From an optimization exercise on the open Yosys and OpenROAD flow, aimed at small area, a short achievable clock period and few clock cycles; shortcuts taken in it are not production practice. At most, simulation tests tie the RTL to the original design; equivalence was not proved. Only the layout flow was run in run 2; the RTL was not checked for function there. No activity file was given, so power comes from the tool's default toggle rates.

`flow/design.v`:
```
`timescale 1ns/100ps
package soc_pkg;
    localparam int DATA_W = 32;
    localparam int ADDR_W = 32;
    typedef struct packed {
        logic              we;
        logic [ADDR_W-1:0] addr;
        logic [DATA_W-1:0] wdata;
    } bus_req_t;
    localparam int RAM_WORDS = 64;
    localparam int RAM_AW    = 6;
    localparam logic [3:0] BLK_RAM  = 4'h0;
    localparam logic [3:0] BLK_FACT = 4'h8;
    localparam logic [3:0] BLK_GPIO = 4'h9;
    typedef enum logic [1:0] {
        SEL_RAM,
        SEL_FACT,
        SEL_GPIO,
        SEL_NONE
    } rd_sel_t;
    localparam logic [1:0] FACT_N    = 2'd0;
    localparam logic [1:0] FACT_GO   = 2'd1;
    localparam logic [1:0] FACT_STAT = 2'd2;
    localparam logic [1:0] FACT_RES  = 2'd3;
    localparam logic [3:0] FACT_MAX_N = 4'd12;
    localparam logic [1:0] GPIO_IN1  = 2'd0;
    localparam logic [1:0] GPIO_IN2  = 2'd1;
    localparam logic [1:0] GPIO_OUT1 = 2'd2;
    localparam logic [1:0] GPIO_OUT2 = 2'd3;
    localparam int SCAN_DIV = 16;
    typedef struct packed {
        logic [1:0] src;
        logic       upper;
    } disp_mode_t;
    localparam logic [1:0] DISP_GPO1  = 2'd0;
    localparam logic [1:0] DISP_GPO2  = 2'd1;
    localparam logic [1:0] DISP_ADDR  = 2'd2;
    localparam logic [1:0] DISP_WDATA = 2'd3;
endpackage
`timescale 1ns/100ps
module addr_decode (
    input  soc_pkg::bus_req_t bus,
    output logic              ram_we,
    output logic              fact_we,
    output logic              gpio_we,
    output soc_pkg::rd_sel_t  rd_sel
);
    logic       in_window;
    logic [3:0] blk;
    assign in_window = (bus.addr[soc_pkg::ADDR_W-1:12] == '0);
    assign blk       = bus.addr[11:8];
    always_comb
    begin
        ram_we  = 1'b0;
        fact_we = 1'b0;
        gpio_we = 1'b0;
        rd_sel  = soc_pkg::SEL_NONE;
        if (in_window)
        begin
            case (blk)
                soc_pkg::BLK_RAM:
                begin
                    ram_we = bus.we;
                    rd_sel = soc_pkg::SEL_RAM;
                end
                soc_pkg::BLK_FACT:
                begin
                    fact_we = bus.we;
                    rd_sel  = soc_pkg::SEL_FACT;
                end
                soc_pkg::BLK_GPIO:
                begin
                    gpio_we = bus.we;
                    rd_sel  = soc_pkg::SEL_GPIO;
                end
                default:
                begin
                    rd_sel = soc_pkg::SEL_NONE;
                end
            endcase
        end
    end
endmodule
`timescale 1ns/100ps
module data_ram (
    input  logic                        clk,
    input  logic                        we,
    input  soc_pkg::bus_req_t           bus,
    output logic [soc_pkg::DATA_W-1:0]  rdata
);
    logic [soc_pkg::DATA_W-1:0] mem [soc_pkg::RAM_WORDS];
    logic [soc_pkg::RAM_AW-1:0] word_addr;
    assign word_addr = bus.addr[soc_pkg::RAM_AW+1:2];
    always_ff @(posedge clk)
    begin
        if (we)
        begin
            mem[word_addr] <= bus.wdata;
        end
    end
    assign rdata = mem[word_addr];
endmodule
`timescale 1ns/100ps
module fact_accel (
    input  logic                        clk,
    input  logic                        rst_n,
    input  logic                        we,
    input  soc_pkg::bus_req_t           bus,
    output logic [soc_pkg::DATA_W-1:0]  rdata
);
    logic [1:0]                 offset;
    logic [3:0]                 n_reg;
    logic [3:0]                 job_n;
    logic                       done;
    logic                       error;
    logic [soc_pkg::DATA_W-1:0] result;
    assign offset = bus.addr[3:2];
    always_ff @(posedge clk)
    begin
        if (!rst_n)
        begin
            n_reg <= '0;
            job_n <= 4'hF;
            done  <= 1'b0;
        end
        else if (we)
        begin
            if (offset == soc_pkg::FACT_N)
            begin
                n_reg <= bus.wdata[3:0];
            end
            if ((offset == soc_pkg::FACT_GO) && bus.wdata[0])
            begin
                job_n <= n_reg;
                done  <= 1'b1;
            end
        end
    end
    assign error = done && (job_n > soc_pkg::FACT_MAX_N);
    always_comb
    begin
        case (job_n)
            4'd0:    result = 32'd1;
            4'd1:    result = 32'd1;
            4'd2:    result = 32'd2;
            4'd3:    result = 32'd6;
            4'd4:    result = 32'd24;
            4'd5:    result = 32'd120;
            4'd6:    result = 32'd720;
            4'd7:    result = 32'd5040;
            4'd8:    result = 32'd40320;
            4'd9:    result = 32'd362880;
            4'd10:   result = 32'd3628800;
            4'd11:   result = 32'd39916800;
            4'd12:   result = 32'd479001600;
            default: result = 32'd0;
        endcase
    end
    always_comb
    begin
        case (offset)
            soc_pkg::FACT_N:    rdata = {{(soc_pkg::DATA_W-4){1'b0}}, n_reg};
            soc_pkg::FACT_GO:   rdata = '0;
            soc_pkg::FACT_STAT: rdata = {{(soc_pkg::DATA_W-2){1'b0}}, error, done};
            soc_pkg::FACT_RES:  rdata = result;
        endcase
    end
endmodule
`timescale 1ns/100ps
module gpio_port (
    input  logic                        clk,
    input  logic                        rst_n,
    input  logic                        we,
    input  soc_pkg::bus_req_t           bus,
    input  logic [7:0]                  gpi1,
    input  logic [7:0]                  gpi2,
    output logic [soc_pkg::DATA_W-1:0]  rdata,
    output logic [soc_pkg::DATA_W-1:0]  gpo1,
    output logic [soc_pkg::DATA_W-1:0]  gpo2
);
    logic [1:0] offset;
    assign offset = bus.addr[3:2];
    always_ff @(posedge clk)
    begin
        if (!rst_n)
        begin
            gpo1 <= '0;
            gpo2 <= '0;
        end
        else if (we)
        begin
            if (offset == soc_pkg::GPIO_OUT1)
            begin
                gpo1 <= bus.wdata;
            end
            if (offset == soc_pkg::GPIO_OUT2)
            begin
                gpo2 <= bus.wdata;
            end
        end
    end
    always_comb
    begin
        case (offset)
            soc_pkg::GPIO_IN1:  rdata = {{(soc_pkg::DATA_W-8){1'b0}}, gpi1};
            soc_pkg::GPIO_IN2:  rdata = {{(soc_pkg::DATA_W-8){1'b0}}, gpi2};
            soc_pkg::GPIO_OUT1: rdata = gpo1;
            soc_pkg::GPIO_OUT2: rdata = gpo2;
        endcase
    end
endmodule
`timescale 1ns/100ps
module seg_display (
    input  logic                        clk,
    input  logic                        rst_n,
    input  soc_pkg::bus_req_t           bus,
    input  logic [7:0]                  switches,
    input  logic [soc_pkg::DATA_W-1:0]  gpo1,
    input  logic [soc_pkg::DATA_W-1:0]  gpo2,
    output logic [7:0]                  seg,
    output logic [7:0]                  an
);
    logic [soc_pkg::ADDR_W-1:0]           last_addr;
    logic [soc_pkg::DATA_W-1:0]           last_wdata;
    soc_pkg::disp_mode_t                  mode;
    logic [soc_pkg::DATA_W-1:0]           src_word;
    logic [15:0]                          hw_sel;
    logic [15:0]                          hw_reg;
    logic [$clog2(soc_pkg::SCAN_DIV)-1:0] div_cnt;
    logic [2:0]                           digit;
    logic [31:0]                          disp_word;
    logic [3:0]                           nibble;
    assign mode = soc_pkg::disp_mode_t'(switches[7:5]);
    always_comb
    begin
        case (mode.src)
            soc_pkg::DISP_GPO1:  src_word = gpo1;
            soc_pkg::DISP_GPO2:  src_word = gpo2;
            soc_pkg::DISP_ADDR:  src_word = last_addr;
            soc_pkg::DISP_WDATA: src_word = last_wdata;
        endcase
    end
    assign hw_sel = mode.upper ? src_word[31:16] : src_word[15:0];
    always_ff @(posedge clk)
    begin
        if (!rst_n)
        begin
            last_addr  <= '0;
            last_wdata <= '0;
            hw_reg     <= '0;
        end
        else
        begin
            last_addr <= bus.addr;
            if (bus.we)
            begin
                last_wdata <= bus.wdata;
            end
            hw_reg <= hw_sel;
        end
    end
    always_ff @(posedge clk)
    begin
        if (!rst_n)
        begin
            {digit, div_cnt} <= '0;
        end
        else
        begin
            {digit, div_cnt} <= {digit, div_cnt} + 1'b1;
        end
    end
    assign disp_word = {last_addr[15:0], hw_reg};
    assign nibble    = disp_word[{digit, 2'b00} +: 4];
    assign an  = ~(8'b0000_0001 << digit);
    always_comb
    begin
        case (nibble)
            4'h0: seg = 8'hC0;
            4'h1: seg = 8'hF9;
            4'h2: seg = 8'hA4;
            4'h3: seg = 8'hB0;
            4'h4: seg = 8'h99;
            4'h5: seg = 8'h92;
            4'h6: seg = 8'h82;
            4'h7: seg = 8'hF8;
            4'h8: seg = 8'h80;
            4'h9: seg = 8'h90;
            4'hA: seg = 8'h88;
            4'hB: seg = 8'h83;
            4'hC: seg = 8'hC6;
            4'hD: seg = 8'hA1;
            4'hE: seg = 8'h86;
            4'hF: seg = 8'h8E;
        endcase
    end
endmodule
`timescale 1ns/100ps
module soc_top (
    input  logic                        clk,
    input  logic                        rst_n,
    input  logic [64:0]                 bus,
    input  logic [7:0]                  gpi1,
    input  logic [7:0]                  gpi2,
    input  logic [7:0]                  switches,
    output logic [soc_pkg::DATA_W-1:0]  rdata,
    output logic [soc_pkg::DATA_W-1:0]  gpo1,
    output logic [soc_pkg::DATA_W-1:0]  gpo2,
    output logic [7:0]                  seg,
    output logic [7:0]                  an
);
    logic                       ram_we;
    logic                       fact_we;
    logic                       gpio_we;
    soc_pkg::rd_sel_t           rd_sel;
    logic [soc_pkg::DATA_W-1:0] ram_rdata;
    logic [soc_pkg::DATA_W-1:0] fact_rdata;
    logic [soc_pkg::DATA_W-1:0] gpio_rdata;
    addr_decode u_decode (
        .bus     (bus),
        .ram_we  (ram_we),
        .fact_we (fact_we),
        .gpio_we (gpio_we),
        .rd_sel  (rd_sel)
    );
    data_ram u_ram (
        .clk   (clk),
        .we    (ram_we),
        .bus   (bus),
        .rdata (ram_rdata)
    );
    fact_accel u_fact (
        .clk   (clk),
        .rst_n (rst_n),
        .we    (fact_we),
        .bus   (bus),
        .rdata (fact_rdata)
    );
    gpio_port u_gpio (
        .clk   (clk),
        .rst_n (rst_n),
        .we    (gpio_we),
        .bus   (bus),
        .gpi1  (gpi1),
        .gpi2  (gpi2),
        .rdata (gpio_rdata),
        .gpo1  (gpo1),
        .gpo2  (gpo2)
    );
    seg_display u_disp (
        .clk      (clk),
        .rst_n    (rst_n),
        .bus      (bus),
        .switches (switches),
        .gpo1     (gpo1),
        .gpo2     (gpo2),
        .seg      (seg),
        .an       (an)
    );
    always_comb
    begin
        case (rd_sel)
            soc_pkg::SEL_RAM:  rdata = ram_rdata;
            soc_pkg::SEL_FACT: rdata = fact_rdata;
            soc_pkg::SEL_GPIO: rdata = gpio_rdata;
            soc_pkg::SEL_NONE: rdata = '0;
        endcase
    end
endmodule
```
`flow/run.sh`:
```
#!/bin/bash
# synth_recipe.tcl (not shown) runs the flow's synth.tcl, then flattens the netlist and writes it again
# the make line also repeats each setting of config.mk as NAME=value (left out here)
make -C /OpenROAD-flow-scripts/flow DESIGN_CONFIG=/design/flow/config.mk WORK_HOME=/design/flow/orfs CLKGATE_MAP_FILE= SYNTH_SCRIPT=/design/flow/synth_recipe.tcl finish
```
`flow/config.mk`:
```
export PLATFORM = sky130hd
export DESIGN_NAME = soc_top
export DESIGN_NICKNAME = soc_top
export VERILOG_FILES = /design/flow/design.v
export SDC_FILE = /design/flow/constraint.sdc
export NUM_CORES = 4
export LEC_CHECK = 0
export CAP_MARGIN = 20
export CORE_MARGIN = 2
export CORE_UTILIZATION = 40
export PLACE_DENSITY = 0.6
export SLEW_MARGIN = 20
```
`flow/constraint.sdc`:
```
create_clock -name core_clock -period 9.0 [get_ports {clk}]
set_input_delay 1.8000 -clock core_clock [delete_from_list [all_inputs] [get_ports {clk}]]
set_output_delay 1.8000 -clock core_clock [all_outputs]
set_load 0.01 [all_outputs]
```
==> summary.md, run 1 <==
| Metric | Value |
|---|---|
| CP Cell Sequence | clkdlybuf4s50_1 -> nor4_1 -> nand3_1 -> or4_2 -> buf_4 -> a221oi_1 -> o21ai_1 -> o31a_1 -> clkdlybuf4s50_1 |
| Largest family of logic cells by synthesized area | multiplexers |
| Power share of the clock group | 41.5% |
| Final slew viol count | 0 |
| Synth Area in Simple Gates | 3.36% |
| Antenna Violating Nets Remaining | 0 |
| # rows | 171 |
| PD cells | 211 nW/µm² |
| First-pass GRT wire length | 385000 µm |
| Post-route core utilization | 46.6% |
| Commonest cells after routing, fill and taps aside | 2048 x edfxtp_1, 460 x mux4_2, 360 x mux2i_1 |
| Setup TNS | 0 ns |
| Total grt overflow | 0 |
| RSZ-0062 raised after global routing | false |
| Synth Area in Compound Gates | 3.60% |
| FF+latch area | 65100 µm² |
| Initial Util | 40.2% |
| Main synth FF type | edfxtp_1 |
| Placed cell areas | 94100 µm² |
| Max_cap viols | 0 |
| Post-synthesis adder-cell area fraction | 0.144% |
| Crit path buf inv count | 3 |
| Crit Path Max Fanout | 17 |
| CP Class | input port to output port |
| NumNets Final | 4987 |
| Fillcell total | 18.2k |
| Mapped cell area | 87100 µm² |
| Async S/R FF share, synth | 0% |
| Synth Area per Inst | 19.5 µm² |
| CTS sink count | 2229 |
| Crit-path slowest cell | or4_2 |
| Multiplexer share of the synthesized area | 16.4% |
| Root Buffer | clkbuf_16 |
| Psw | 0.00475 W |
| Seq/Total Area, Yosys | 74.7% |
| WP data required | 7.20 ns |
| Vias | 48.7k |
| Synth top area share | 70.6% |
| CTS tree | done |
| Final worst path period need | 7.92 ns |
| Yosys reg bits | 2229 |
| Post-Layout Inst Area | 101000 µm² |
| Synth-to-Final Area Change | 15.9% |
| Post-synth EDFFs | 2048 |
| Initial antenna violation count | 20 |
| Vias per inst | 6.15 |
| Final Wtd Congestion | 0.896 |
| Worst Clk Skew | 0.0366 ns |
| Number of gates resized after cts | 0 |
| Leakage | 32.3 nW |
| Outcome | timing/DRC/antenna clean |
| Seq pwr share | 53.1% |
| Final WL | 282000 µm |
| XOR/XNOR share of the synthesized area | 0.0402% |
| Most flop-heavy register | u_ram.mem |
| Worst Tran Pin Value | 1.20 ns |
| Core area | 217000 µm² |
| Startpoint types | input port |
| Post-Synthesis Cells | 4461 |
| Headroom to the max-slew limit | 19.8% |
| IO Pins | 203 |
| Setup repair bufs after CTS | 0 |
| # hold bufs at CTS | 0 |
| Period utilization | 88.0% |
| Synth top area cells | edfxtp_1 71%, mux4_2 12%, dfxtp_1 4.2% |
| DIE HEIGHT | 471 µm |
| Final hold vios | 0 |
| Yosys cell types | 74 |
| Hpwl dp | 175000 µm |
| Worst IR Drop VDD | 157 µV |
| Drt first pass iters | 6 |
| CP dominant cell by count | clkdlybuf4s50_1 |
| Area leader, netlist | edfxtp_1 |
| Largest register FFs | 2048 |
| Die X | 471 µm |
| Port buffer count | 196 |
| Layout cells sized above 1 | 23.7% |
| Vias in the first global route | 46.4k |
| All-layer global routing usage | 25.0% |
| Switching Fraction | 22.3% |
| Most common cell after layout, fill and taps aside | edfxtp_1 |
| Clock-pin slew on the worst setup and hold paths | 0.06 ns |
| Hold WC Path Type | register to register |
| Largest net degree at the start of global routing | 84 |
| Critical path data arrival time | 6.12 ns |
| Comb pwr share | 5.4% |
| Worst hold-check slack | 0.454 ns |
| Multi-input gate area | 21100 µm² |
| H-tree depth | 4 |
| Clock Tree Buf Depth | 3 |
| Die area | 222000 µm² |
| PnR Total Power | 0.0213 W |
| Wire per inst | 35.6 µm |
| Worst-Skew Late Latency | 0.86 ns |
| CTS Buf Count | 219 |
| Final setup viols | 0 |
| YS warnings | 6 |
| Top delay family on crit path | simple AND/OR/NAND/NOR gates |
| Endpoint class of the critical path | output port |
| Internal power | 0.0166 W |
| Drc violations | 0 |
| Critical path's largest stage delay | 1.02 ns |
| DR iter-0 viols | 7706 |
| Fmax | 126 MHz |
==> layout make-up <==
class,count,share of cell area (%)
Sequential cell,2229,64.5
Tap cell,2854,3.54
Inverter,19,0.0731
Clock inverter,124,1.10
Multi-Input combinational cell,1944,20.9
Clock buffer,280,5.71
Antenna cell,5,0.0124
Timing Repair Buffer,473,4.20
==> cell families after synthesis <==
kind of cell | Yosys count
AO/OA/AOI/OAI | 450
XOR/XNOR | 4
adder cells (fa/ha/maj) | 10
buffers and inverters | 288
flip-flops | 2229
multiplexers | 849
other | 1
AND/OR/NAND/NOR | 630
==> synthesized netlist by cell type, drive strengths merged, types with 32 or more instances <==
cell / instances
edfxtp: 2048
mux4: 460
mux2i: 360
nor2: 277
dfxtp: 181
buf: 152
a22oi: 146
nand2: 126
clkbuf: 117
a21oi: 71
nand3: 62
o21ai: 51
o22ai: 36
and2: 32
==> power groups by stage <==
| stage | clock (W) | combinational [W] | sequential, W |
|---|---|---|---|
| global route | 0.00932 | 0.00119 | 0.0113 |
| global placement | 0 | 0.00113 | 0.0115 |
| finish | 0.00887 | 0.00115 | 0.0113 |
| floorplan | 0 | 0.000553 | 0.0115 |
| detailed placement | 0 | 0.00114 | 0.0115 |
| CTS | 0.00896 | 0.00114 | 0.0113 |
==> through the flow <==
| stage | instances | setup slack, ns |
|---|---|---|
| after global placement | 7516 | 1.08 |
| after detailed placement | 7519 | 1.15 |
| after CTS | 7923 | 1.14 |
| after floorplan | 4461 | 3.49 |
| final | 7928 | 1.08 |
| after global routing | 7924 | 1.17 |
==> final timing paths <==
path	cells past startpoint	from	slack [ns]	endpoint
worst max-delay path	9	bus[59]	1.08	rdata[20]
worst min-delay path	1	u_disp.div_cnt[0]	0.45	u_disp.div_cnt[0]
worst max register to register	5	u_fact.n_reg[1]	7.12	u_fact.result[9]
worst min register to register	1	u_disp.div_cnt[0]	0.45	u_disp.div_cnt[0]
==> metal layers <==
layer,routed length [µm],track usage (%),up-vias
li1,-,-,19200
met5,131,0,-
met4,10900,8.65,18
met2,128000,38.4,3061
met1,112000,35.5,26000
met3,30700,5.18,487
Testbench counts, summed over its fixed seeds: cycles 3,077.
==> inputs of run 2 (changes only) <==
--- a/flow/design.v
+++ b/flow/design.v
@@ -112,7 +112,14 @@
     logic [3:0]                 n_reg;
-    logic [3:0]                 job_n;
+    logic [3:0]                 count;
+    logic [soc_pkg::DATA_W-1:0] count_ext;
+    logic [soc_pkg::DATA_W-1:0] product;
+    logic                       busy;
     logic                       done;
     logic                       error;
-    logic [soc_pkg::DATA_W-1:0] result;
-    assign offset = bus.addr[3:2];
+    logic                       go_wr;
+    logic                       start;
+    assign offset    = bus.addr[3:2];
+    assign count_ext = {{(soc_pkg::DATA_W-4){1'b0}}, count};
+    assign go_wr = we && (offset == soc_pkg::FACT_GO) && bus.wdata[0];
+    assign start = go_wr && !busy;
     always_ff @(posedge clk)
@@ -121,9 +128,11 @@
         begin
-            n_reg <= '0;
-            job_n <= 4'hF;
-            done  <= 1'b0;
+            n_reg   <= '0;
+            busy    <= 1'b0;
+            done    <= 1'b0;
+            error   <= 1'b0;
+            product <= '0;
         end
-        else if (we)
+        else
         begin
-            if (offset == soc_pkg::FACT_N)
+            if (we && (offset == soc_pkg::FACT_N))
             begin
@@ -131,6 +140,29 @@
             end
-            if ((offset == soc_pkg::FACT_GO) && bus.wdata[0])
+            if (start)
             begin
-                job_n <= n_reg;
-                done  <= 1'b1;
+                if (n_reg > soc_pkg::FACT_MAX_N)
+                begin
+                    done    <= 1'b1;
+                    error   <= 1'b1;
+                    product <= '0;
+                end
+                else
+                begin
+                    busy    <= 1'b1;
+                    done    <= 1'b0;
+                    error   <= 1'b0;
+                    product <= {{(soc_pkg::DATA_W-1){1'b0}}, 1'b1};
+                end
+            end
+            else if (busy)
+            begin
+                if (count == 4'd0)
+                begin
+                    busy <= 1'b0;
+                    done <= 1'b1;
+                end
+                else
+                begin
+                    product <= product * count_ext;
+                end
             end
@@ -138,21 +170,12 @@
     end
-    assign error = done && (job_n > soc_pkg::FACT_MAX_N);
-    always_comb
+    always_ff @(posedge clk)
     begin
-        case (job_n)
-            4'd0:    result = 32'd1;
-            4'd1:    result = 32'd1;
-            4'd2:    result = 32'd2;
-            4'd3:    result = 32'd6;
-            4'd4:    result = 32'd24;
-            4'd5:    result = 32'd120;
-            4'd6:    result = 32'd720;
-            4'd7:    result = 32'd5040;
-            4'd8:    result = 32'd40320;
-            4'd9:    result = 32'd362880;
-            4'd10:   result = 32'd3628800;
-            4'd11:   result = 32'd39916800;
-            4'd12:   result = 32'd479001600;
-            default: result = 32'd0;
-        endcase
+        if (start)
+        begin
+            count <= n_reg;
+        end
+        else if (busy && (count != 4'd0))
+        begin
+            count <= count - 4'd1;
+        end
     end
@@ -162,5 +185,5 @@
             soc_pkg::FACT_N:    rdata = {{(soc_pkg::DATA_W-4){1'b0}}, n_reg};
-            soc_pkg::FACT_GO:   rdata = '0;
+            soc_pkg::FACT_GO:   rdata = {{(soc_pkg::DATA_W-1){1'b0}}, busy};
             soc_pkg::FACT_STAT: rdata = {{(soc_pkg::DATA_W-2){1'b0}}, error, done};
-            soc_pkg::FACT_RES:  rdata = result;
+            soc_pkg::FACT_RES:  rdata = product;
         endcase
@@ -265,3 +288,9 @@
         begin
-            {digit, div_cnt} <= '0;
+            div_cnt <= '0;
+            digit   <= '0;
+        end
+        else if (int'(div_cnt) == soc_pkg::SCAN_DIV - 1)
+        begin
+            div_cnt <= '0;
+            digit   <= digit + 3'd1;
         end
@@ -269,3 +298,3 @@
         begin
-            {digit, div_cnt} <= {digit, div_cnt} + 1'b1;
+            div_cnt <= div_cnt + 1'b1;
         end
==> summary.md, run 2 <==
| Metric | Value |
|---|---|
| Outcome | timing/DRC/antenna clean |
| Leakage | 33.9 nW (+4.9%) |
| Initial Util | 40.2% (about the same) |
| Comb pwr share | 5.2% (-0.2 points) |
| Period utilization | 88.9% (+0.94 points) |
| Clock-pin slew on the worst setup and hold paths | 0.07 ns (about the same) |
| Layout cells sized above 1 | 24.0% (+0.37 points) |
| FF-to-FF End | u_fact.product[26] |
| Drc violations | 0 (unchanged) |
| DR iter-0 viols | 6240 (-19%) |
| Fillcell total | 19.2k (+5.3%) |
| Most common cell after layout, fill and taps aside | edfxtp_1 |
| Worst IR Drop VDD | 206 µV (+31%) |
| Switching Fraction | 21.9% (-0.39 points) |
| All-layer global routing usage | 22.5% (-2.5 points) |
| Worst Tran Pin Value | 1.17 ns (-0.0295 ns) |
| Mapped cell area | 91100 µm² (+4.5%) |
| Wire per inst | 31.7 µm (-11%) |
| Largest net degree at the start of global routing | 107 (+27%) |
| Worst hold-check slack | 0.472 ns (+0.0178 ns) |
| Top post-synthesis cells by count | 2052 x edfxtp_1, 603 x mux4_2, 273 x nand2_1, 197 x mux2i_1, 190 x dfxtp_1 |
| PD cells | 205 nW/µm² (-3.1%) |
| FF+latch area | 65400 µm² (+0.46%) |
| Hold WC Path Type | register to register |
| Min-Delay Endpoint | u_fact.error |
| Antenna Violating Nets Remaining | 0 (unchanged) |
| NumNets Final | 5287 (+6.0%) |
| Synth top area cells | edfxtp_1 68%, mux4_2 15%, dfxtp_1 4.2% |
| Die area | 232000 µm² (+4.5%) |
| Async S/R FF share, synth | 0% (unchanged) |
| Final slew viol count | 0 (unchanged) |
| Drt first pass iters | 6 (unchanged) |
| Worst-Skew Late Latency | 0.86 ns (about the same) |
| Seq pwr share | 53.1% (about the same) |
| DIE HEIGHT | 481 µm (+2.2%) |
| Flop2flop setup slack | 4.31 ns (-2.81 ns) |
| Hold Path Origin | u_fact.error |
| Synth top area share | 67.6% (-2.9 points) |
| WP data required | 7.20 ns (about the same) |
| RSZ-0062 raised after global routing | false |
| Area leader, netlist | edfxtp_1 |
| Commonest cells after routing, fill and taps aside | 2052 x edfxtp_1, 603 x mux4_2, 271 x nand2_1 |
| Vias per inst | 5.84 (-5.0%) |
| Seq/Total Area, Yosys | 71.8% (-2.9 points) |
| Worst hold path depth | 2 (+1) |
| Critical path data arrival time | 6.20 ns (+0.08 ns) |
| Crit Path Max Fanout | 63 (+46) |
| Fmax | 125 MHz (-1.1%) |
| Multi-input gate area | 24400 µm² (+15%) |
| Endpoint class of the critical path | output port |
| Post-synth EDFFs | 2052 (+0.20%) |
| Number of gates resized after cts | 0 (unchanged) |
| Yosys cell types | 72 (-2.7%) |
| Hpwl dp | 159000 µm (-9.2%) |
| Final WL | 263000 µm (-7.0%) |
| Initial antenna violation count | 14 (-30%) |
| Worst Clk Skew | 0.0361 ns (-0.000496 ns) |
| Psw | 0.00469 W (-1.3%) |
| Post-route core utilization | 46.1% (-0.43 points) |
| Setup TNS | 0 ns (unchanged) |
| IO Pins | 203 (unchanged) |
| Vias in the first global route | 48.2k (+3.9%) |
| Headroom to the max-slew limit | 21.1% (+1.3 points) |
| CP Class | input port to output port |
| Clock Tree Buf Depth | 3 (unchanged) |
| Die X | 481 µm (+2.2%) |
| Vias | 48.4k (-0.63%) |
| Synth Area per Inst | 19.2 µm² (-1.6%) |
| Most common cell in the netlist | edfxtp_1 |
| Final Wtd Congestion | 0.865 (-3.4%) |
| Startpoint types | input port |
| Final setup viols | 0 (unchanged) |
| R2R cell count | 14 (+9) |
| Final worst path period need | 8.00 ns (+0.0848 ns) |
| Total grt overflow | 0 (unchanged) |
| Port buffer count | 196 (unchanged) |
| Largest register FFs | 2048 (unchanged) |
| Worst R2R Start | u_fact.count[2] |
| Core area | 227000 µm² (+4.6%) |
| Post-Synthesis Cells | 4738 (+6.2%) |
| Power share of the clock group | 41.7% (+0.2 points) |
| Internal power | 0.0167 W (+0.91%) |
| Synth-to-Final Area Change | 14.9% |
| CTS tree | done |
| CTS Buf Count | 218 (-0.46%) |
| YS warnings | 6 (unchanged) |
| First-pass GRT wire length | 368000 µm (-4.3%) |
| Most flop-heavy register | u_ram.mem |
| Max_cap viols | 0 (unchanged) |
| Yosys reg bits | 2242 (+0.58%) |
| H-tree depth | 4 (unchanged) |
| Root Buffer | clkbuf_16 |
| Final hold vios | 0 (unchanged) |
| # hold bufs at CTS | 0 (unchanged) |
| # rows | 175 (+2.3%) |
| Setup repair bufs after CTS | 0 (unchanged) |
| CTS sink count | 2242 (+0.58%) |
| Main synth FF type | edfxtp_1 |
[run 2: changes by cell type in the layout (fill, tap and decap cells not counted), moves of 86 or more]
cell,before,now
a21oi_1,71,157
a22oi_1,146,18
and2_1,32,124
inv_1,13,133
mux2i_1,360,197
mux4_2,460,603
nand2_1,126,271
nor2_1,206,112
[run 2: area by class of cell]
type                    count  share of cell area (%)
flip-flops and latches   2242                    62.5
multi-input cells        2089                    23.3
clock buffers             283                    5.52
well taps                3009                    3.60
repair buffers            406                    3.47
clock inverters           121                    1.10
inverters                 136                   0.494
diodes                      5                  0.0120
[run 2: logic make-up (layout without fill, tap and decap cells)]
family	after synthesis	count (layout)	share of synthesized area, %
mux	833	833	17.5
other cells	1	6	0.00412
simple gates	688	688	3.47
xor+xnor	25	25	0.255
buf+inv	407	946	2.03
fa+ha+maj	103	103	1.88
compound gates	439	439	3.06
flops	2242	2242	71.8
[run 2: per-stage QoR]
step	std cells	setup WS (ns)	area, µm²	total power [W]
after floorplan	4738	3.30	91100	0.0122
after global placement	7878	0.968	97600	0.0127
after detailed placement	7880	0.972	97700	0.0127
after CTS	8284	0.960	105000	0.0216
after global routing	8286	0.817	105000	0.0220
final	8291	0.998	105000	0.0214
[run 2: worst max-delay path: stages]
cell             delay, ns
buf_8                 0.59
buf_12                0.28
buf_4                 0.33
mux4_2                0.59
mux4_2                0.47
mux2i_1               0.28
nor2_1                0.07
a211oi_1              0.73
buf_4                 0.30
o21ai_1               0.07
clkdlybuf4s50_1       0.49
[run 2: worst max path at each step]
stage             from        end  slack [ns]  cells past startpoint
3_5_place_dp   bus[34]   rdata[5]        0.97                     11
2_1_floorplan  bus[34]  rdata[27]        3.30                      8
5_1_grt        bus[34]   rdata[5]        0.82                     11
3_3_place_gp   bus[34]   rdata[5]        0.97                     11
4_1_cts        bus[34]   rdata[5]        0.96                     11
6_report       bus[34]   rdata[5]         1.0                     11
[run 2: power groups by stage]
stage / Sequential, W / Combinational [W] / Clock (W)
2_1_floorplan: 0.0116 / 0.000567 / 0
3_3_place_gp: 0.0116 / 0.00109 / 0
3_5_place_dp: 0.0116 / 0.00110 / 0
4_1_cts: 0.0114 / 0.00111 / 0.00907
5_1_grt: 0.0114 / 0.00116 / 0.00948
6_report: 0.0114 / 0.00110 / 0.00894
[run 2: layer usage]
layer	up-vias	wire, µm	track usage, %
met2	2327	124000	35.7
met1	25900	106000	31.3
met3	392	24100	4.88
li1	19800	-	-
met5	-	35	0
met4	4	8520	7.00
==> inputs of run 3 (changes only) <==
--- a/flow/design.v
+++ b/flow/design.v
@@ -84,2 +84,22 @@
 `timescale 1ns/100ps
+module ram_hold (
+    input  logic q,
+    input  logic hold,
+    input  logic w,
+    input  logic load,
+    output logic d
+);
+    assign d = (q & hold) | (w & load);
+endmodule
+module ram_read3 (
+    input  logic a0,
+    input  logic s0,
+    input  logic a1,
+    input  logic s1,
+    input  logic a2,
+    input  logic s2,
+    output logic y_n
+);
+    assign y_n = ~((a0 & s0) | (a1 & s1) | (a2 & s2));
+endmodule
 module data_ram (
@@ -90,13 +110,59 @@
 );
-    logic [soc_pkg::DATA_W-1:0] mem [soc_pkg::RAM_WORDS];
+    localparam int W = soc_pkg::DATA_W;
+    localparam int N = soc_pkg::RAM_WORDS;
+    localparam int G = (N + 2) / 3;
+    logic [N-1:0][W-1:0]        mem;
+    logic [N-1:0][W-1:0]        mem_d;
     logic [soc_pkg::RAM_AW-1:0] word_addr;
+    logic [N-1:0]               sel;
+    logic [N-1:0]               load;
+    logic [N-1:0]               hold;
+    logic [W-1:0][G-1:0]        part_n;
+    logic [3*G-1:0][W-1:0]      mem_p;
+    logic [3*G-1:0]             sel_p;
     assign word_addr = bus.addr[soc_pkg::RAM_AW+1:2];
-    always_ff @(posedge clk)
+    always_comb
     begin
-        if (we)
+        for (int i = 0; i < N; i++)
         begin
-            mem[word_addr] <= bus.wdata;
+            sel[i]  = (word_addr == i[soc_pkg::RAM_AW-1:0]);
+            load[i] = we && sel[i];
+            hold[i] = !load[i];
         end
     end
-    assign rdata = mem[word_addr];
+    for (genvar i = 0; i < N; i++)
+    begin : g_word
+        for (genvar b = 0; b < W; b++)
+        begin : g_bit
+            ram_hold u_hold (
+                .q    (mem[i][b]),
+                .hold (hold[i]),
+                .w    (bus.wdata[b]),
+                .load (load[i]),
+                .d    (mem_d[i][b])
+            );
+        end
+    end
+    always_ff @(posedge clk)
+    begin
+        mem <= mem_d;
+    end
+    assign mem_p = {{(3*G-N){{W{1'b0}}}}, mem};
+    assign sel_p = {{(3*G-N){1'b0}}, sel};
+    for (genvar b = 0; b < W; b++)
+    begin : g_rd
+        for (genvar g = 0; g < G; g++)
+        begin : g_part
+            ram_read3 u_read (
+                .a0  (mem_p[3*g][b]),
+                .s0  (sel_p[3*g]),
+                .a1  (mem_p[3*g+1][b]),
+                .s1  (sel_p[3*g+1]),
+                .a2  (mem_p[3*g+2][b]),
+                .s2  (sel_p[3*g+2]),
+                .y_n (part_n[b][g])
+            );
+        end
+        assign rdata[b] = !(&part_n[b]);
+    end
 endmodule
@@ -112,14 +178,7 @@
     logic [3:0]                 n_reg;
-    logic [3:0]                 count;
-    logic [soc_pkg::DATA_W-1:0] count_ext;
-    logic [soc_pkg::DATA_W-1:0] product;
-    logic                       busy;
+    logic [3:0]                 job_n;
     logic                       done;
     logic                       error;
-    logic                       go_wr;
-    logic                       start;
-    assign offset    = bus.addr[3:2];
-    assign count_ext = {{(soc_pkg::DATA_W-4){1'b0}}, count};
-    assign go_wr = we && (offset == soc_pkg::FACT_GO) && bus.wdata[0];
-    assign start = go_wr && !busy;
+    logic [soc_pkg::DATA_W-1:0] result;
+    assign offset = bus.addr[3:2];
     always_ff @(posedge clk)
@@ -128,11 +187,9 @@
         begin
-            n_reg   <= '0;
-            busy    <= 1'b0;
-            done    <= 1'b0;
-            error   <= 1'b0;
-            product <= '0;
+            n_reg <= '0;
+            job_n <= 4'hF;
+            done  <= 1'b0;
         end
-        else
+        else if (we)
         begin
-            if (we && (offset == soc_pkg::FACT_N))
+            if (offset == soc_pkg::FACT_N)
             begin
@@ -140,29 +197,6 @@
             end
-            if (start)
+            if ((offset == soc_pkg::FACT_GO) && bus.wdata[0])
             begin
-                if (n_reg > soc_pkg::FACT_MAX_N)
-                begin
-                    done    <= 1'b1;
-                    error   <= 1'b1;
-                    product <= '0;
-                end
-                else
-                begin
-                    busy    <= 1'b1;
-                    done    <= 1'b0;
-                    error   <= 1'b0;
-                    product <= {{(soc_pkg::DATA_W-1){1'b0}}, 1'b1};
-                end
-            end
-            else if (busy)
-            begin
-                if (count == 4'd0)
-                begin
-                    busy <= 1'b0;
-                    done <= 1'b1;
-                end
-                else
-                begin
-                    product <= product * count_ext;
-                end
+                job_n <= n_reg;
+                done  <= 1'b1;
             end
@@ -170,13 +204,16 @@
     end
-    always_ff @(posedge clk)
-    begin
-        if (start)
-        begin
-            count <= n_reg;
-        end
-        else if (busy && (count != 4'd0))
-        begin
-            count <= count - 4'd1;
-        end
-    end
+    assign error = done && (job_n > soc_pkg::FACT_MAX_N);
+    assign result = ({soc_pkg::DATA_W{job_n == 4'd0}} & 32'd1)
+                  | ({soc_pkg::DATA_W{job_n == 4'd1}} & 32'd1)
+                  | ({soc_pkg::DATA_W{job_n == 4'd2}} & 32'd2)
+                  | ({soc_pkg::DATA_W{job_n == 4'd3}} & 32'd6)
+                  | ({soc_pkg::DATA_W{job_n == 4'd4}} & 32'd24)
+                  | ({soc_pkg::DATA_W{job_n == 4'd5}} & 32'd120)
+                  | ({soc_pkg::DATA_W{job_n == 4'd6}} & 32'd720)
+                  | ({soc_pkg::DATA_W{job_n == 4'd7}} & 32'd5040)
+                  | ({soc_pkg::DATA_W{job_n == 4'd8}} & 32'd40320)
+                  | ({soc_pkg::DATA_W{job_n == 4'd9}} & 32'd362880)
+                  | ({soc_pkg::DATA_W{job_n == 4'd10}} & 32'd3628800)
+                  | ({soc_pkg::DATA_W{job_n == 4'd11}} & 32'd39916800)
+                  | ({soc_pkg::DATA_W{job_n == 4'd12}} & 32'd479001600);
     always_comb
@@ -185,5 +222,5 @@
             soc_pkg::FACT_N:    rdata = {{(soc_pkg::DATA_W-4){1'b0}}, n_reg};
-            soc_pkg::FACT_GO:   rdata = {{(soc_pkg::DATA_W-1){1'b0}}, busy};
+            soc_pkg::FACT_GO:   rdata = '0;
             soc_pkg::FACT_STAT: rdata = {{(soc_pkg::DATA_W-2){1'b0}}, error, done};
-            soc_pkg::FACT_RES:  rdata = product;
+            soc_pkg::FACT_RES:  rdata = result;
         endcase
@@ -205,20 +242,33 @@
     assign offset = bus.addr[3:2];
+    logic                        load1;
+    logic                        load2;
+    logic                        hold1;
+    logic                        hold2;
+    logic [soc_pkg::DATA_W-1:0]  gpo1_d;
+    logic [soc_pkg::DATA_W-1:0]  gpo2_d;
+    assign load1 = rst_n && we && (offset == soc_pkg::GPIO_OUT1);
+    assign load2 = rst_n && we && (offset == soc_pkg::GPIO_OUT2);
+    assign hold1 = rst_n && !(we && (offset == soc_pkg::GPIO_OUT1));
+    assign hold2 = rst_n && !(we && (offset == soc_pkg::GPIO_OUT2));
+    for (genvar b = 0; b < soc_pkg::DATA_W; b++)
+    begin : g_bit
+        ram_hold u_hold1 (
+            .q    (gpo1[b]),
+            .hold (hold1),
+            .w    (bus.wdata[b]),
+            .load (load1),
+            .d    (gpo1_d[b])
+        );
+        ram_hold u_hold2 (
+            .q    (gpo2[b]),
+            .hold (hold2),
+            .w    (bus.wdata[b]),
+            .load (load2),
+            .d    (gpo2_d[b])
+        );
+    end
     always_ff @(posedge clk)
     begin
-        if (!rst_n)
-        begin
-            gpo1 <= '0;
-            gpo2 <= '0;
-        end
-        else if (we)
-        begin
-            if (offset == soc_pkg::GPIO_OUT1)
-            begin
-                gpo1 <= bus.wdata;
-            end
-            if (offset == soc_pkg::GPIO_OUT2)
-            begin
-                gpo2 <= bus.wdata;
-            end
-        end
+        gpo1 <= gpo1_d;
+        gpo2 <= gpo2_d;
     end
@@ -255,2 +305,5 @@
     logic [3:0]                           nibble;
+    logic                                 wd_load;
+    logic                                 wd_hold;
+    logic [soc_pkg::DATA_W-1:0]           last_wdata_d;
     assign mode = soc_pkg::disp_mode_t'(switches[7:5]);
@@ -266,9 +319,21 @@
     assign hw_sel = mode.upper ? src_word[31:16] : src_word[15:0];
+    assign wd_load = rst_n && bus.we;
+    assign wd_hold = rst_n && !bus.we;
+    for (genvar b = 0; b < soc_pkg::DATA_W; b++)
+    begin : g_wd
+        ram_hold u_hold (
+            .q    (last_wdata[b]),
+            .hold (wd_hold),
+            .w    (bus.wdata[b]),
+            .load (wd_load),
+            .d    (last_wdata_d[b])
+        );
+    end
     always_ff @(posedge clk)
     begin
+        last_wdata <= last_wdata_d;
         if (!rst_n)
         begin
-            last_addr  <= '0;
-            last_wdata <= '0;
-            hw_reg     <= '0;
+            last_addr <= '0;
+            hw_reg    <= '0;
         end
@@ -277,7 +342,3 @@
             last_addr <= bus.addr;
-            if (bus.we)
-            begin
-                last_wdata <= bus.wdata;
-            end
-            hw_reg <= hw_sel;
+            hw_reg    <= hw_sel;
         end
@@ -288,9 +349,3 @@
         begin
-            div_cnt <= '0;
-            digit   <= '0;
-        end
-        else if (int'(div_cnt) == soc_pkg::SCAN_DIV - 1)
-        begin
-            div_cnt <= '0;
-            digit   <= digit + 3'd1;
+            {digit, div_cnt} <= '0;
         end
@@ -298,3 +353,3 @@
         begin
-            div_cnt <= div_cnt + 1'b1;
+            {digit, div_cnt} <= {digit, div_cnt} + 1'b1;
         end
--- a/flow/config.mk
+++ b/flow/config.mk
@@ -11,2 +11,5 @@
 export PLACE_DENSITY = 0.6
+export SETUP_SLACK_MARGIN = 3
 export SLEW_MARGIN = 20
+export SYNTH_HIERARCHICAL = 1
+export SYNTH_MINIMUM_KEEP_SIZE = 0
==> summary.md, run 3 <==
| Metric | Value |
|---|---|
| Outcome | timing/DRC/antenna clean |
| Synth top area cells | dfxtp_1 57%, a22o_1 24%, a222oi_1 9.2% |
| Root Buffer | clkbuf_16 |
| RSZ-0062 raised after global routing | true |
| Smallest setup slack after layout | 1.94 ns (+0.939 ns) |
| H-tree depth | 4 (unchanged) |
| Placed insts | 9088 (+15%) |
| NumNets Final | 7142 (+35%) |
| Critical path's largest stage delay | 0.58 ns (-0.15 ns) |
| Fillcell total | 16.6k (-13%) |
| Vias | 67.8k (+40%) |
| Synth top area share | 57.4% (-10 points) |
| WP data required | 7.20 ns (about the same) |
| Synth-to-Final Area Change | 24.6% |
| Drc violations | 0 (unchanged) |
| Clock Tree Buf Depth | 3 (unchanged) |
| PD cells | 210 nW/µm² (+2.4%) |
| Metal-1 WL | 131000 µm (+23%) |
| Top post-synthesis cells by count | 2208 x dfxtp_1, 2147 x a22o_1, 704 x a222oi_1, 162 x nand4_1, 152 x nor2_1 |
| Worst Tran Pin Value | 1.23 ns (+0.0551 ns) |
| Core area | 191000 µm² (-16%) |
| Most flop-heavy register | u_ram.mem |
| Worst IR Drop VDD | 209 µV (+1.3%) |
| Critical path data arrival time | 5.26 ns (-0.94 ns) |
| Top sig layer | met5 |
| Fmax | 142 MHz (+13%) |
| Post-route core utilization | 50.3% (+4.2 points) |
| Die area | 196000 µm² (-15%) |
| Leakage | 36.2 nW (+6.6%) |
| DIE HEIGHT | 443 µm (-8.0%) |
| Period utilization | 78.5% (-10 points) |
| Crit Path Max Fanout | 9 (-86%) |
| # rows | 160 (-8.6%) |
| CP Cell Sequence | buf_12 -> buf_12 -> buf_4 -> nor2b_4 -> nand3_4 -> buf_8 -> nor2_2 -> buf_12 -> a222oi_1 -> nand4_1 -> nor4_2 -> buf_4 -> nand4_1 -> mux2i_1 -> o2bb2ai_2 -> buf_2 |
| Largest net degree at the start of global routing | 69 (-36%) |
| Final hold vios | 0 (unchanged) |
| Worst Clk Skew | 0.0102 ns (-0.0260 ns) |
| Drt first pass iters | 13 (+7) |
| Hpwl dp | 181000 µm (+14%) |
| Final setup viols | 0 (unchanged) |
| YS warnings | 12 (+6) |
| Clock-pin slew on the worst setup and hold paths | 0.06 ns (about the same) |
| # hold bufs at CTS | 0 (unchanged) |
| Hold WC Path Type | register to register |
| Setup TNS | 0 ns (unchanged) |
| Headroom to the max-slew limit | 17.9% (-3.2 points) |
| CP Class | input port to output port |
| Worst-Skew Late Latency | 0.85 ns (about the same) |
| IO Pins | 203 (unchanged) |
| Mapped cell area | 77000 µm² (-16%) |
| DR iter-0 viols | 12.0k (+93%) |
| Antenna Violating Nets Remaining | 0 (unchanged) |
| Startpoint types | input port |
| Final WL | 328000 µm (+25%) |
| Synth Area per Inst | 12.7 µm² (-34%) |
| Area leader, netlist | dfxtp_1 |
| Yosys reg bits | 2208 (-1.5%) |
| Initial Util | 40.4% (+0.22 points) |
| Most common cell after layout, fill and taps aside | dfxtp_1 |
| Metal3 WL | 35900 µm (+49%) |
| Seq/Total Area, Yosys | 57.4% (-14 points) |
| Final slew viol count | 0 (unchanged) |
| Final worst path period need | 7.06 ns (-0.939 ns) |
| CTS sink count | 2208 (-1.5%) |
| CP dominant cell by count | buf_12 |
| Max_cap viols | 0 (unchanged) |
| CTS Buf Count | 217 (-0.46%) |
| Largest register FFs | 2048 (unchanged) |
| CTS tree | done |
| Async S/R FF share, synth | 0% (unchanged) |
| Met2 Routed Length | 143000 µm (+16%) |
| Layout Cells excl Fill | 9746 (+18%) |
| Port buffer count | 196 (unchanged) |
| Wire per inst | 33.7 µm (+6.3%) |
| Endpoint class of the critical path | output port |
| Yosys cell types | 66 (-8.3%) |
| Post-synth EDFFs | 0 (-100%) |
| First-pass GRT wire length | 463000 µm (+26%) |
| Vias in the first global route | 64.5k (+34%) |
| Layout cells sized above 1 | 17.1% (-6.9 points) |
| Most common cell in the netlist | dfxtp_1 |
| Pre-CTS WS | 0.424 ns (-0.547 ns) |
| All-layer global routing usage | 31.5% (+9.0 points) |
| Initial antenna violation count | 5 (-9) |
| Final Wtd Congestion | 0.915 (+5.7%) |
| Vias per inst | 6.96 (+19%) |
| Crit-path slowest cell | a222oi_1 |
| Main synth FF type | dfxtp_1 |
| Commonest cells after routing, fill and taps aside | 2208 x dfxtp_1, 2147 x a22o_1, 704 x a222oi_1 |
| Die X | 443 µm (-8.0%) |
| Post-Synthesis Cells | 6049 (+28%) |
| Total grt overflow | 0 (unchanged) |
## run 3: cell count changes after synthesis, sizes merged, moves of 106 or more
cell	change
nand4	+154
dfxtp	+2018
mux4	-571
a222oi	+699
a21oi	-142
clkbuf	-106
a22o	+2119
nand2	-182
inv	-122
edfxtp	-2052
## run 3: path summary, 6_finish.rpt
path,cells past startpoint,to,slack (ns),from
max reg2reg,3,u_disp.digit[2],7.51,u_disp.digit[0]
min,1,u_disp.div_cnt[0],0.45,u_disp.div_cnt[0]
min reg2reg,1,u_disp.div_cnt[0],0.45,u_disp.div_cnt[0]
max,16,rdata[14],1.94,bus[37]
## run 3: cell type report
cell class                      count  area [µm²]  share of cell area, %
Tap cell                         2511        3140                   3.28
Clock buffer                      320        6410                   6.68
Antenna cell                        6        15.0                 0.0157
Clock inverter                     84        1170                   1.22
Multi-Input combinational cell   3886       33900                   35.3
Inverter                           13        48.8                 0.0509
Sequential cell                  2208       44200                   46.1
Timing Repair Buffer              718        7050                   7.35
## run 3: report_power, final
part	switching, W	internal [W]	leakage, nW
Clock	0.00400	0.00560	3.74
Sequential	0.0000106	0.00979	17.8
Combinational	0.000521	0.000199	14.6
Total	0.00453	0.0156	36.2
## run 3: worst max-delay path, delay by kind of cell
kind,cells,cell delay [ns]
multiplexers,1,0.28
buffers and inverters,7,1.06
AND/OR/NAND/NOR,6,1.43
AO/OA/AOI/OAI,2,0.64
## run 3: timing repair
item,4_1_cts,5_1_grt
setup buffers,168,47
setup endpoints to repair,32,32
pin swaps,212,96
resized for setup,379,39
gates cloned,30,3
## run 3: per-stage QoR
step / total power [W] / cell area [µm²] / hold slack (ns)
final: 0.0201 / 95900 / 0.452
after global routing: 0.0206 / 95900 / 0.490
after CTS: 0.0201 / 95300 / 0.453
after detailed placement: 0.0106 / 84700 / 0.443
after global placement: 0.0106 / 84600 / 0.426
after floorplan: 0.0102 / 77500 / 0.414
## run 3: cells by family (layout without fill, tap and decap cells)
kind of cell	count (synthesis)	after routing	share of synthesized area (%)
xor gates and xnor gates	8	8	0.0910
AOI/OAI and AO/OA	2942	2942	34.6
buffers and inverters	97	1135	0.813
other	3	139	0.0146
muxes	132	132	2.25
DFF	2208	2208	57.4
adders and majority gates	8	8	0.127
and+or+nand+nor	651	663	4.71
## run 3: Yosys stat by module (local to each module, per instance)
module       cells inside  flip-flops and latches  times used  area, µm²
soc_top                77                       0           1        787
addr_decode            18                       0           1        118
fact_accel             97                       9           1        769
data_ram             2544                    2048           1      43700
gpio_port             135                      64           1       1950
ram_hold                1                       0        2144       8.76
seg_display           330                      87           1       3820
ram_read3               1                       0         704       10.0
## run 3: per-layer routing
layer  vias to the layer above  global-route usage [%]
li1                      28300                       -
met1                     34300                    41.5
met2                      4387                    46.8
met3                       766                    8.38
met4                         6                    17.2
met5                         -                   0.464
Testbench counts of run 3, summed over its fixed seeds: cycles 3,077.
==> inputs of run 4 (changes only) <==
--- a/flow/config.mk
+++ b/flow/config.mk
@@ -11,3 +11,2 @@
 export PLACE_DENSITY = 0.6
-export SETUP_SLACK_MARGIN = 3
 export SLEW_MARGIN = 20
==> summary.md, run 4 <==
| Metric | Value |
|---|---|
| Leakage | 34.6 nW (-4.4%) |
| Synth Area per Inst | 12.7 µm² (unchanged) |
| Min-Delay Endpoint | u_disp.div_cnt[0] |
| DIE HEIGHT | 443 µm (unchanged) |
| Fillcell total | 16.9k (+1.8%) |
| Worst R2R Start | u_disp.digit[0] |
| Most common cell after layout, fill and taps aside | dfxtp_1 |
| IO Pins | 203 (unchanged) |
| Core area | 191000 µm² (unchanged) |
| Headroom to the max-slew limit | 17.4% (-0.55 points) |
| Final hold vios | 0 (unchanged) |
| Most common cell in the netlist | dfxtp_1 |
| Top post-synthesis cells by count | 2208 x dfxtp_1, 2147 x a22o_1, 704 x a222oi_1, 162 x nand4_1, 152 x nor2_1 |
| Die area | 196000 µm² (unchanged) |
| Flop2flop setup slack | 7.52 ns (about the same) |
| Placed cell areas | 84900 µm² (+0.31%) |
| Pre-CTS WS | 0.123 ns (-0.301 ns) |
| PD cells | 217 nW/µm² (+3.4%) |
| Wire per inst | 33.4 µm (-0.94%) |
| Synth top area cells | dfxtp_1 57%, a22o_1 24%, a222oi_1 9.2% |
| Largest net degree at the start of global routing | 68 (-1.4%) |
| Final WL | 319000 µm (-2.9%) |
| First-pass GRT wire length | 452000 µm (-2.4%) |
| Worst Clk Skew | 0.0365 ns (+0.0263 ns) |
| Yosys cell types | 66 (unchanged) |
| Psw | 0.00458 W (+1.1%) |
| Mapped cell area | 77000 µm² (unchanged) |
| All-layer global routing usage | 30.8% (-0.72 points) |
| Post-Layout Inst Area | 92700 µm² (-3.3%) |
| Vias | 66.3k (-2.2%) |
| Switching Fraction | 22.8% (+0.25 points) |
| Antenna Violating Nets Remaining | 0 (unchanged) |
| Final setup viols | 2 (+2) |
| Period utilization | 100% (+22 points) |
| Final Wtd Congestion | 0.971 (+6.2%) |
| Smallest setup slack after layout | -0.00705 ns (-1.94 ns) |
| Max_cap viols | 0 (unchanged) |
| Worst hold path depth | 1 (unchanged) |
| Hold WC Path Type | register to register |
| Seq/Total Area, Yosys | 57.4% (unchanged) |
| Crit Path Max Fanout | 17 (+8) |
| Failed Checks | negative setup slack |
| Drt first pass iters | 12 (-1) |
| Crit-path slowest cell | clkdlybuf4s50_1 |
| Power share of the clock group | 48.2% (+0.5 points) |
| Critical path's largest stage delay | 0.77 ns (+0.19 ns) |
| Yosys reg bits | 2208 (unchanged) |
| Clock Tree Buf Depth | 3 (unchanged) |
| Post-Synthesis Cells | 6049 (unchanged) |
| Clock-pin slew on the worst setup and hold paths | 0.06 ns (about the same) |
| FF-to-FF End | u_disp.digit[2] |
| Area leader, netlist | dfxtp_1 |
| Internal power | 0.0155 W (-0.31%) |
| Vias per inst | 6.94 (-0.22%) |
| Post-synth EDFFs | 0 (unchanged) |
| # hold bufs at CTS | 0 (unchanged) |
| CTS Buf Count | 220 (+1.4%) |
| Startpoint types | input port |
| Final slew viol count | 0 (unchanged) |
| Initial antenna violation count | 9 (+4) |
| # rows | 160 (unchanged) |
| CP Class | input port to output port |
| PnR Total Power | 0.0201 W (about the same) |
| H-tree depth | 4 (unchanged) |
| Worst Tran Pin Value | 1.24 ns (+0.00663 ns) |
| Worst IR Drop VDD | 168 µV (-19%) |
| NumNets Final | 6949 (-2.7%) |
| RSZ-0062 raised after global routing | false |
| R2R cell count | 3 (unchanged) |
| Setup repair bufs after CTS | 0 (-100%) |
| DR iter-0 viols | 12.5k (+4.1%) |
| Total grt overflow | 0 (unchanged) |
| Synth-to-Final Area Change | 20.5% |
| Layout cells sized above 1 | 13.4% (-3.7 points) |
| Vias in the first global route | 62.4k (-3.3%) |
| Commonest cells after routing, fill and taps aside | 2208 x dfxtp_1, 2147 x a22o_1, 704 x a222oi_1 |
| CP Cell Sequence | clkdlybuf4s50_1 -> nor2b_1 -> nand2_1 -> nor2_2 -> buf_4 -> a222oi_1 -> nand4_1 -> nor4_1 -> buf_4 -> nand4_1 -> mux2i_1 -> o2bb2ai_2 -> clkdlybuf4s50_1 |
| Critical path data arrival time | 7.21 ns (+1.95 ns) |
| Drc violations | 0 (unchanged) |
| Comb pwr share | 3.1% (-0.5 points) |
| Async S/R FF share, synth | 0% (unchanged) |
| Main synth FF type | dfxtp_1 |
| Largest register FFs | 2048 (unchanged) |
| Crit path buf inv count | 4 (-3) |
| Root Buffer | clkbuf_16 |
| Die X | 443 µm (unchanged) |
| CTS sink count | 2208 (unchanged) |
| Initial Util | 40.4% (unchanged) |
| YS warnings | 12 (unchanged) |
| Top delay family on crit path | simple AND/OR/NAND/NOR gates |
| Most flop-heavy register | u_ram.mem |
| WP data required | 7.20 ns (about the same) |
| Number of gates resized after cts | 0 (-100%) |
| Port buffer count | 196 (unchanged) |
| Seq pwr share | 48.7% (about the same) |
| Hold Path Origin | u_disp.div_cnt[0] |
| Endpoint class of the critical path | output port |
| Worst hold-check slack | 0.444 ns (-0.00767 ns) |
| CTS tree | done |
| Final worst path period need | 9.01 ns (+1.94 ns) |
| Fmax | 111 MHz (-22%) |
| Outcome | failed layout checks |
| Hpwl dp | 188000 µm (+4.2%) |
| Synth top area share | 57.4% (unchanged) |
| Worst-Skew Late Latency | 0.87 ns (+0.02 ns) |
[run 4: cell counts after synthesis]
No cell type changed its count.
[run 4: kinds of logic (layout without fill, tap and decap cells)]
family                     count (synthesis)  count (layout)  synth area share [%]
DFF                                     2208            2208                  57.4
muxes                                    132             132                  2.25
xor gates and xnor gates                   8               8                0.0910
adders and majority gates                  8               8                 0.127
and+or+nand+nor                          651             651                  4.71
other                                      3             137                0.0146
buffers and inverters                     97             959                 0.813
AOI/OAI and AO/OA                       2942            2942                  34.6
[run 4: power groups by stage]
stage               logic, W  clock network, W  registers, W
floorplan           0.000158                 0        0.0100
CTS                 0.000595           0.00976       0.00980
detailed placement  0.000594                 0        0.0100
global route        0.000629            0.0102       0.00980
finish              0.000618           0.00970       0.00980
global placement    0.000584                 0        0.0100
[run 4: stage by stage]
stage / std cells / utilization [%] / TNS (ns)
4_1_cts: 9548 / 48.6 / 0
3_3_place_gp: 9133 / 44.5 / 0
3_5_place_dp: 9136 / 44.6 / 0
2_1_floorplan: 6179 / - / 0
6_report: 9556 / 48.7 / -0.0107
5_1_grt: 9554 / 48.7 / 0
[run 4: per-module statistics from Yosys (local to each module, per instance)]
| module | flip-flops and latches | cells inside |
|---|---|---|
| addr_decode | 0 | 18 |
| data_ram | 2048 | 2544 |
| fact_accel | 9 | 97 |
| gpio_port | 64 | 135 |
| ram_hold | 0 | 1 |
| ram_read3 | 0 | 1 |
| seg_display | 87 | 330 |
| soc_top | 0 | 77 |
[run 4: layout make-up]
cell class	instances	area [µm²]	area share, %
sequential	2208	44200	47.7
multi-input combinational	3874	33000	35.6
clock buffer	309	6270	6.76
timing repair buffer	534	4610	4.97
tap	2511	3140	3.39
clock inverter	103	1450	1.56
inverter	13	48.8	0.0526
antenna	4	10.0	0.0108
[run 4: layer usage]
layer  GRT usage [%]  routed length, µm  vias up
met5               0                 34        -
met3            9.11              37200      669
met4            15.8              17300        6
met2            44.3             135000     4188
met1            41.6             130000    33600
li1                -                  -    27900
[run 4: worst reg2reg max path, cell delays in order (launching register included)]
cell,delay (ns)
dfxtp_1,0.77
nand2_1,0.13
or3_1,0.36
a21boi_0,0.16
[run 4: worst max path at each step]
stage	start	endpoint	depth (start not counted)
floorplan	bus[37]	rdata[13]	10
global placement	bus[36]	rdata[8]	13
detailed placement	bus[36]	rdata[8]	13
CTS	bus[36]	rdata[8]	13
global route	bus[36]	rdata[10]	13
finish	bus[36]	rdata[8]	13

## re-timing with driven ports
No port has a modelled driver above. Below, the same layouts with a new extraction and two added sets of constraints. Step 1 (the two cells are an assumption about what drives the block):
set clk [get_ports {clk}]
set_driving_cell -lib_cell sky130_fd_sc_hd__clkbuf_16 $clk
set_driving_cell -lib_cell sky130_fd_sc_hd__buf_2 [delete_from_list [all_inputs] $clk]
Step 2 also shifts input and output timing later by t, the mid clock arrival at the registers, as if the neighbouring blocks saw the same clock. Slacks: no drivers / after step 1 / after step 2; pairs: no drivers / after step 1.
| run | t (ns) | slack for setup (ns) | worst setup path at the end | slew at the worst register clock pin (ns) | pins driven straight from the clock port |
|---|---|---|---|---|---|
| run 1 | 0.942 | 1.083 / 1.061 / 1.061 | input to output | 0.07 / 0.07 | 1 |
| run 2 | 0.931 | 0.998 / 0.947 / 0.947 | input to output | 0.07 / 0.07 | 1 |
| run 3 | 0.948 | 1.937 / 1.787 / 1.787 | input to output | 0.07 / 0.07 | 1 |
| run 4 | 0.951 | -0.007 / -0.037 / -0.037 | input to output | 0.07 / 0.07 | 1 |
For run 3, which loses most, drivers alone change the setup slack by -0.150 ns; drivers and shift together by -0.150 ns.
